This design comes from an exercise in tuning for small area and a short achievable clock period on the open sky130 flow, not from production work.
In this exercise RTL edits were held to simulation tests only and were not proved equivalent to the original.
No activity file was given, so power comes from the tool's default toggle rates. The flow treats the clock pin as an ideal source, which a real chip does not have.

Setup of build 55:
==> flow/design.v (excerpt) <==
module bbox_top (
    input  logic          clk,
    input  logic          rst_n,
    input  logic [143:0]  tri_in,
    input  logic          tri_valid,
    input  logic          stall,
    input  logic [47:0]   screen,
    input  logic [3:0]    msaa,
    output logic [143:0]  tri_out,
    output logic [95:0]   box,
    output logic          box_valid
);
    localparam int W = bbox_pkg::COORD_W;
    logic [2:0]   keep_in;
    logic         v0;
    logic [143:0] t0;
    logic [45:0]  s0;
    logic [2:0]   k0;
    bbox_snap u_snap (
        .msaa (msaa),
        .keep (keep_in)
    );
    bbox_pipe #(.DW(144 + 46 + 3)) u_s0 (
        .clk     (clk),
        .rst_n   (rst_n),
        .stall   (stall),
        .valid_d (tri_valid & ~screen[W-1] & ~screen[2*W-1]),
        .data_d  ({tri_in, screen[W +: W-1], screen[0 +: W-1], keep_in}),
        .valid_q (v0),
        .data_q  ({t0, s0, k0})
    );
    logic [5:0] lt_d, gt_d;
    for (genvar a = 0; a < 2; a++) begin : g_cmp
  ...
Settings: LEC_CHECK=0, CAP_MARGIN=20, CORE_MARGIN=2, CORE_UTILIZATION=40, SETUP_SLACK_MARGIN=5.0, SLEW_MARGIN=20; clock period 7.5 ns.
standard.sh (not shown) runs the stock make flow with config.mk's settings and CLKGATE_MAP_FILE= SYNTH_SCRIPT=/design/flow/synth_recipe.tcl, a recipe that flattens the netlist after the stock synthesis.
==> flow/flow/run.sh <==
#!/bin/bash
cp standard.sh standard_sh.txt
export ADDER_MAP_FILE=
export BUFFER_PORTS_ARGS="-buffer_cell sky130_fd_sc_hd__buf_1"
export CTS_EXTRA="-sink_clustering_size 30 -sink_clustering_max_diameter 100"
export CTS_ARGS="-sink_clustering_enable -repair_clock_nets -dont_use_dummy_load -buf_list {sky130_fd_sc_hd__clkbuf_4 sky130_fd_sc_hd__clkbuf_8 sky130_fd_sc_hd__clkbuf_16} ${CTS_EXTRA:-}"
export PRE_RESIZE_TCL=$PWD/flow/pre_resize.tcl
bash standard.sh > standard.log 2>&1
==> flow/flow/pre_resize.tcl <==
# Limit fanout so repair_design builds buffer trees for wide nets (stall)
set_max_fanout 20 [current_design]
What build 12 does differently from build 55 at the input level:
- SETUP_SLACK_MARGIN: 5.0 -> unset
==> flow/flow/run.sh <==
#!/bin/bash
cp standard.sh standard_sh.txt
export ADDER_MAP_FILE=
export BUFFER_PORTS_ARGS="-buffer_cell sky130_fd_sc_hd__buf_1"
export CTS_ARGS="-sink_clustering_enable -repair_clock_nets -dont_use_dummy_load -buf_list {sky130_fd_sc_hd__clkbuf_4 sky130_fd_sc_hd__clkbuf_8 sky130_fd_sc_hd__clkbuf_16}"
bash standard.sh > standard.log 2>&1
removed: flow/flow/pre_resize.tcl
## What came out
Comparing build 55 against build 12, there is no change at all in gate count after technology mapping.
[compare] base=build 55 new=build 12: HPWL after detailed placement now sits lower, worst hold margin grew by 0.028 ns.
Input-level comparison between build 25 and build 12:
- swapping 40 for 60 in CORE_UTILIZATION
- putting SETUP_SLACK_MARGIN at 4.8 where nothing was set
==> flow/flow/run.sh <==
#!/bin/bash
# The standard layout (standard.sh), with these changes:
# - no adder extraction in synthesis, so abc maps the comparators itself
# - port buffers are buf_1, and the output port buffers are kept at that size
#   (released again before the final global_connect)
# - CTS without dummy loads, with larger sink clusters
# - a fanout limit for the buffering step, so the stall net gets a buffer tree
# Each tool's full output goes to the ORFS logs under orfs/logs; make's own
# output goes to standard.log.
cp standard.sh standard_sh.txt
export ADDER_MAP_FILE=
export BUFFER_PORTS_ARGS="-buffer_cell sky130_fd_sc_hd__buf_1"
export CTS_ARGS="-sink_clustering_enable -repair_clock_nets -dont_use_dummy_load -buf_list {sky130_fd_sc_hd__clkbuf_4 sky130_fd_sc_hd__clkbuf_8 sky130_fd_sc_hd__clkbuf_16} -sink_clustering_size 30 -sink_clustering_max_diameter 100"
export PRE_RESIZE_TCL=$PWD/flow/pre_resize.tcl
export PRE_FINAL_REPORT_TCL=$PWD/flow/pre_final_report.tcl
bash standard.sh > standard.log 2>&1
==> flow/flow/pre_final_report.tcl (new file) <==
# Release the output port buffers so the final global_connect wires
# their power and ground pins like every other cell's
unset_dont_touch [get_cells output*]
==> flow/flow/pre_resize.tcl (new file) <==
# Limit fanout so repair_design builds buffer trees for wide nets (stall)
set_max_fanout 20 [current_design]
# Keep the output port buffers at their minimum size
set_dont_touch [get_cells output*]
Findings:
- Build 25 ended up with edfxtp_1 as its cell at the slowest stage of the critical path; build 12 ended up with clkinvlp_4.
- Build 25 vs build 12: power in the clock group down in build 25
- Lower sequential share of power goes to build 12 over build 25.
- The sink count of the clock tree was comparable across build 25 and build 12.
- When build 25 is measured against build 12, its total power after layout turns out 1200 uW lower.
- Of build 25 and build 12, build 25 shows the lower CTS H-tree depth, with build 12 above it.
- Build 25 reports its capture point of the worst path as tri_out[80] while build 12 reports u_s2.data_q[36].
- Summary: total half-perimeter wirelength after legalization and detailed placement, build 25 worse than build 12
- | latest clock arrival within the worst-skew pair | build 25 vs build 12 | ≈ equal |
- A uppermost metal layer occupied by signal nets of met5 is what build 12 shows, while met4 belongs to build 25.
- Build 25 ended up with a higher part of the total power dissipated in combinational logic than build 12 did.
- Clock-pin slew on the worst setup and hold paths: build 25 vs build 12 up 0.07 ns
- Summary: with build 12 as the reference, net total in the final layout in build 25 moved up slightly.
Input-level comparison between build 69 and build 25:
- SETUP_SLACK_MARGIN changed from 4.8 to 5.0
==> flow/flow/run.sh <==
#!/bin/bash
cp standard.sh standard_sh.txt
export ADDER_MAP_FILE=
export BUFFER_PORTS_ARGS="-buffer_cell sky130_fd_sc_hd__buf_1"
export CTS_EXTRA="-sink_clustering_size 20 -sink_clustering_max_diameter 80"
export CTS_ARGS="-sink_clustering_enable -repair_clock_nets -dont_use_dummy_load -buf_list {sky130_fd_sc_hd__clkbuf_4 sky130_fd_sc_hd__clkbuf_8 sky130_fd_sc_hd__clkbuf_16} ${CTS_EXTRA:-}"
export PRE_RESIZE_TCL=$PWD/flow/pre_resize.tcl
bash standard.sh > standard.log 2>&1
removed: flow/flow/pre_final_report.tcl
### Flow results
On total wire length, build 69 does worse than build 25. In terms of register area, build 25 and build 69 differ only marginally. Build 69 vs. build 25: combinational share of power down 0.4 points, met1 layer usage reported by global route fell 0.73 points, worst hold slack now smaller, maximum frequency grew by about 0.36%, total routing usage reported by global routing increased by 0.64 points relative to the old numbers.
#### Input delta (build 26 over build 69)
- changing CORE_UTILIZATION from 60 to 40
--- a/flow/flow/run.sh
+++ b/flow/flow/run.sh
@@ -4,3 +4,2 @@
 export BUFFER_PORTS_ARGS="-buffer_cell sky130_fd_sc_hd__buf_1"
-export CTS_EXTRA="-sink_clustering_size 20 -sink_clustering_max_diameter 80"
 export CTS_ARGS="-sink_clustering_enable -repair_clock_nets -dont_use_dummy_load -buf_list {sky130_fd_sc_hd__clkbuf_4 sky130_fd_sc_hd__clkbuf_8 sky130_fd_sc_hd__clkbuf_16} ${CTS_EXTRA:-}"
==> flow/flow/pre_resize.tcl <==
# Limit fanout so repair_design builds buffer trees for wide nets (stall)
set_max_fanout 20 [current_design]
### Flow results
Changes observed in build 26 relative to build 69: floorplan die area rose 49%, clock skew rose 0.0054 ns, hold slack rose 0.040 ns.
Build 26: worst reg2reg path depth lower than build 69
From build 69 to build 26 the numbers moved as follows: pin count of the biggest net entering global routing neither gained nor lost much; antenna cell count picked up an extra 7; count of clock-buffer cells in the layout picked up an extra about 70%; CTS H-tree depth picked up an extra 1; power drawn by the combinational cells picked up an extra 3.4%.
Final non-filler cell area came out higher on build 26 than on build 69.
Of the two values seen for critical path startpoint, u_s2.data_q[31] was produced by build 69 and u_s2.data_q[111] by build 26.
diff inputs: build 26 => build 32
- a change of CORE_UTILIZATION from 40 to 60
--- a/flow/flow/run.sh
+++ b/flow/flow/run.sh
@@ -4,2 +4,3 @@
 export BUFFER_PORTS_ARGS="-buffer_cell sky130_fd_sc_hd__buf_1"
+export CTS_EXTRA="-sink_clustering_size 30 -sink_clustering_max_diameter 100"
 export CTS_ARGS="-sink_clustering_enable -repair_clock_nets -dont_use_dummy_load -buf_list {sky130_fd_sc_hd__clkbuf_4 sky130_fd_sc_hd__clkbuf_8 sky130_fd_sc_hd__clkbuf_16} ${CTS_EXTRA:-}"
==> flow/flow/pre_resize.tcl <==
# Limit fanout so repair_design builds buffer trees for wide nets (stall)
set_max_fanout 60 [current_design]
# Keep the output port buffers at their minimum size
set_dont_touch [get_cells output*]
==> notes.md <==
- As far as fraction of the mapped netlist area in adder cells goes, build 32 and build 26 are indistinguishable; the numbers are identical.
- Build 26 has a higher non-clock buffer count than build 32.
- Layout-stage area growth over the synthesis result: higher on build 26
- Taking build 26 as the reference, in build 32 max-slew violation count closely matched the old numbers; minimum setup slack in the final design decreased by 0.034 ns relative to the old numbers.

== v50 ==
bbox_top again, from the RTL that the note above started with.
export LEC_CHECK = 0
export CAP_MARGIN = 20
export CORE_MARGIN = 2
export CORE_UTILIZATION = 40
export SETUP_SLACK_MARGIN = 4.7
export SLEW_MARGIN = 20
create_clock -name core_clock -period 7.5 [get_ports {clk}]
==> flow/flow/run.sh <==
#!/bin/bash
cp standard.sh standard_sh.txt
export ADDER_MAP_FILE=
export BUFFER_PORTS_ARGS="-buffer_cell sky130_fd_sc_hd__buf_1"
export CTS_EXTRA="-sink_clustering_size 30 -sink_clustering_max_diameter 100"
export CTS_ARGS="-sink_clustering_enable -repair_clock_nets -dont_use_dummy_load -buf_list {sky130_fd_sc_hd__clkbuf_4 sky130_fd_sc_hd__clkbuf_8 sky130_fd_sc_hd__clkbuf_16} ${CTS_EXTRA:-}"
export PRE_RESIZE_TCL=$PWD/flow/pre_resize.tcl
bash standard.sh > standard.log 2>&1
==> flow/flow/pre_resize.tcl <==
# Limit fanout so repair_design builds buffer trees for wide nets (stall)
set_max_fanout 20 [current_design]
v50: no failed stages, no open violations at the end
Relative to v50, the following input files were edited for v54:
Settings: swapping 40 for 75 in CORE_UTILIZATION; swapping 4.7 for 4.8 in SETUP_SLACK_MARGIN.
==> flow/flow/run.sh <==
#!/bin/bash
# The standard layout (standard.sh), with these changes:
# - no adder extraction in synthesis, so abc maps the comparators itself
# - port buffers are buf_1, and the output port buffers are kept at that size
# - CTS without dummy loads, with larger sink clusters
# - a fanout limit for the buffering step, so the stall net gets a buffer tree
# Each tool's full output goes to the ORFS logs under orfs/logs; make's own
# output goes to standard.log.
cp standard.sh standard_sh.txt
export ADDER_MAP_FILE=
export BUFFER_PORTS_ARGS="-buffer_cell sky130_fd_sc_hd__buf_1"
export CTS_ARGS="-sink_clustering_enable -repair_clock_nets -dont_use_dummy_load -buf_list {sky130_fd_sc_hd__clkbuf_4 sky130_fd_sc_hd__clkbuf_8 sky130_fd_sc_hd__clkbuf_16} -sink_clustering_size 30 -sink_clustering_max_diameter 100"
export PRE_RESIZE_TCL=$PWD/flow/pre_resize.tcl
bash standard.sh > standard.log 2>&1
-- flow/flow/pre_resize.tcl --
<<< v50, line 2
set_max_fanout 20 [current_design]
>>> v54, line 2
set_max_fanout 20 [current_design]
# Keep the output port buffers at their minimum size
set_dont_touch [get_cells output*]
Notes after the runs:
v54 reports its launch point of the critical path as u_s2.data_q[30] while v50 reports stall.
Delta (v54 minus v50): die area now sits lower, core occupancy in the finished layout now sits higher, setup slack now sits lower, total clock buffers created by CTS now sits lower, clock period minus final worst setup slack now sits higher.
| power share of the combinational group | v54 vs v50 | 0.7 points higher |
Global-route usage for v54: 19 points up relative to v50
Cell area in v54 is about 1.5% below v50.
Run comparison: v54 library cell contributing the largest single delay on the critical path edfxtp_1; v50 library cell contributing the largest single delay on the critical path dlygate4sd2_1
| number of global-route vias before repair | lower: v50 |
Relative to v54, the following input files were edited for v35:
Settings: an added ABC_AREA of 1; a change of CORE_UTILIZATION from 75 to 40; a change of SETUP_SLACK_MARGIN from 4.8 to 5.0.
==> flow/flow/run.sh <==
#!/bin/bash
cp standard.sh standard_sh.txt
export ADDER_MAP_FILE=
export BUFFER_PORTS_ARGS="-buffer_cell sky130_fd_sc_hd__buf_1"
export CTS_EXTRA="-sink_clustering_size 30 -sink_clustering_max_diameter 100"
export CTS_ARGS="-sink_clustering_enable -repair_clock_nets -dont_use_dummy_load -buf_list {sky130_fd_sc_hd__clkbuf_4 sky130_fd_sc_hd__clkbuf_8 sky130_fd_sc_hd__clkbuf_16} ${CTS_EXTRA:-}"
export PRE_RESIZE_TCL=$PWD/flow/pre_resize.tcl
bash standard.sh > standard.log 2>&1
==> flow/flow/pre_resize.tcl <==
# Limit fanout so repair_design builds buffer trees for wide nets (stall)
set_max_fanout 20 [current_design]
Results
- v35 against v54; detailed-route via count is up by a few percent.
- v35 against v54: leakage dissipation higher; reported net switching power has increased; area of all placed cells without fillers rose by 6.4%.
- Looking at headroom to the max-slew limit across v35 and v54, the one that comes out lower is v54.
- v35 ends up with a die extent in x that is 69 um higher than in v54.
- v35 has more setup slack than v54.
- Looking at data arrival time of the critical path, v35 sits 0.05 ns below v54.
- [v35] overall routed net length fell about 0.37% relative to v54
--- input diff v35..v13 ---
Settings: a deleted ABC_AREA that had been 1; a change of SETUP_SLACK_MARGIN from 5.0 to 4.8; a change of CORE_UTILIZATION from 40 to 60.
==> flow/flow/pre_resize.tcl <==
# Limit fanout so repair_design builds buffer trees for wide nets (stall)
set_max_fanout 60 [current_design]
# Keep the output port buffers at their minimum size
set_dont_touch [get_cells output*]
- v35 finished all stages; the layout is clean.
- v13: all stages complete, timing, DRC and antenna checks passed
- Between v35 and v13, the cell count went down.
- Non-clock buffer instance count of the final layout delta for v13 relative to v35: 49 lower
- Wire length, v13 vs v35: down by more than 10%
- Changes observed in v13 relative to v35: sequential share of layout area rose by 4.3 points, worst setup margin stayed essentially flat, antenna diode count stayed essentially flat, floorplan die area fell by about 34%, first-pass GRT wire length fell by about 13%.
- Adder-cell share of the synthesized area: v35 and v13 compared, higher one is v13
- In v13, the total cell area at the placement stage came out 4.0% below the value in v35.
Here is what was changed in the inputs of v10 compared with v13.
Settings: a change of CORE_UTILIZATION from 60 to 40.
==> flow/flow/run.sh <==
#!/bin/bash
cp standard.sh standard_sh.txt
export ADDER_MAP_FILE=
export BUFFER_PORTS_ARGS="-buffer_cell sky130_fd_sc_hd__buf_1"
export CTS_ARGS="-sink_clustering_enable -repair_clock_nets -dont_use_dummy_load -buf_list {sky130_fd_sc_hd__clkbuf_4 sky130_fd_sc_hd__clkbuf_8 sky130_fd_sc_hd__clkbuf_16}"
bash standard.sh > standard.log 2>&1
removed: flow/flow/pre_resize.tcl
--- outcome ---
Compared with v13, v10 shows a higher final wirelength.
On clock slew at the register clock pins of the worst setup and hold paths: between v10 and v13, it ends up lower for v10.
Of v10 and v13, the higher critical path buffer and inverter count belongs to v10.
The via count reported for v10 is lower than the one for v13.
v13 ended up with flip-flop to output pin as its type of the setup path with the least slack; v10 ended up with primary input to flip-flop.
Taking v13 as the reference, in v10 count of clock-buffer cells in the layout rose by 180%, part of the total power dissipated in combinational logic fell by 2.1 points.
Both conditions hold for v10: the flow ran to the end and the final layout passed the timing, DRC and antenna checks.
Going from v13 to v10, final design area excluding fillers grew by a few percent.
v10 consumes more power than v13 does.
Changes observed in v10 relative to v13: portion of total power attributed to the clock network went up by 12 points, routed wirelength normalized by instance count now smaller, count of inserted antenna diode cells now larger.
What v34 does differently from v10 at the input level:
Settings: changing CORE_UTILIZATION from 40 to 60; changing SETUP_SLACK_MARGIN from 4.8 to 5.0.
==> flow/flow/run.sh <==
#!/bin/bash
cp standard.sh standard_sh.txt
export ADDER_MAP_FILE=
export BUFFER_PORTS_ARGS="-buffer_cell sky130_fd_sc_hd__buf_1"
export CTS_EXTRA="-sink_clustering_size 30 -sink_clustering_max_diameter 100"
export CTS_ARGS="-sink_clustering_enable -repair_clock_nets -dont_use_dummy_load -buf_list {sky130_fd_sc_hd__clkbuf_4 sky130_fd_sc_hd__clkbuf_8 sky130_fd_sc_hd__clkbuf_16} ${CTS_EXTRA:-}"
export PRE_RESIZE_TCL=$PWD/flow/pre_resize.tcl
bash standard.sh > standard.log 2>&1
==> flow/flow/pre_resize.tcl (new file) <==
# Limit fanout so repair_design builds buffer trees for wide nets (stall)
set_max_fanout 20 [current_design]
==> notes.md <==
v34 closes out successfully: all stages finished, all timing, DRC and antenna checks passed.
From v10 to v34 the numbers moved as follows: global-route total usage across every layer went up; fmax went up; worst setup slack after layout went up; core utilization went up.

-- separate check: timing with driven ports --
Ports are ideal in the flow. The routed layouts listed here were re-timed in OpenROAD. Step 1 (the two cells are an assumption about what drives the block):
set clk [get_ports {clk}]
set_driving_cell -lib_cell sky130_fd_sc_hd__clkbuf_16 $clk
set_driving_cell -lib_cell sky130_fd_sc_hd__buf_2 [delete_from_list [all_inputs] $clk]
Step 2 times the ports against the registers' clock, not the clock port: input delays grow and output delays shrink by t, the midpoint of the rising clock arrivals with the driver on. a / b / c = no drivers / after step 1 / after step 2; a / b = the first two.
run | t, ns | slack for setup (ns) | hold slack, ns | worst data-port slew with drivers (ns)
build 55 | 0.632 | 4.766 / 4.711 / 4.410 | 0.376 / 0.376 / 0.376 | 0.09
build 12 | 0.631 | 4.075 / 4.110 / 3.479 | 0.404 / 0.404 / 0.404 | 0.10
build 25 | 0.631 | 4.769 / 4.711 / 4.272 | 0.424 / 0.424 / 0.424 | 0.08
build 69 | 0.608 | 4.779 / 4.721 / 4.468 | 0.368 / 0.368 / 0.368 | 0.08
build 26 | 0.633 | 4.794 / 4.735 / 4.445 | 0.408 / 0.408 / 0.408 | 0.09
build 32 | 0.630 | 4.760 / 4.704 / 4.451 | 0.421 / 0.421 / 0.421 | 0.09
v50 | 0.633 | 4.743 / 4.707 / 4.145 | 0.375 / 0.375 / 0.375 | 0.10
v54 | 0.618 | 4.701 / 4.646 / 4.145 | 0.426 / 0.426 / 0.426 | 0.12
v35 | 0.643 | 4.747 / 4.693 / 4.293 | 0.394 / 0.394 / 0.394 | 0.13
v13 | 0.627 | 4.748 / 4.692 / 4.307 | 0.416 / 0.416 / 0.416 | 0.09
v10 | 0.630 | 4.595 / 4.630 / 4.000 | 0.403 / 0.403 / 0.403 | 0.10
v34 | 0.625 | 4.782 / 4.723 / 4.396 | 0.424 / 0.424 / 0.424 | 0.08
After both steps every run listed still meets setup and hold. The setup slack of v50, which loses most, moves by -0.036 ns with the drivers and by -0.598 ns with both steps.
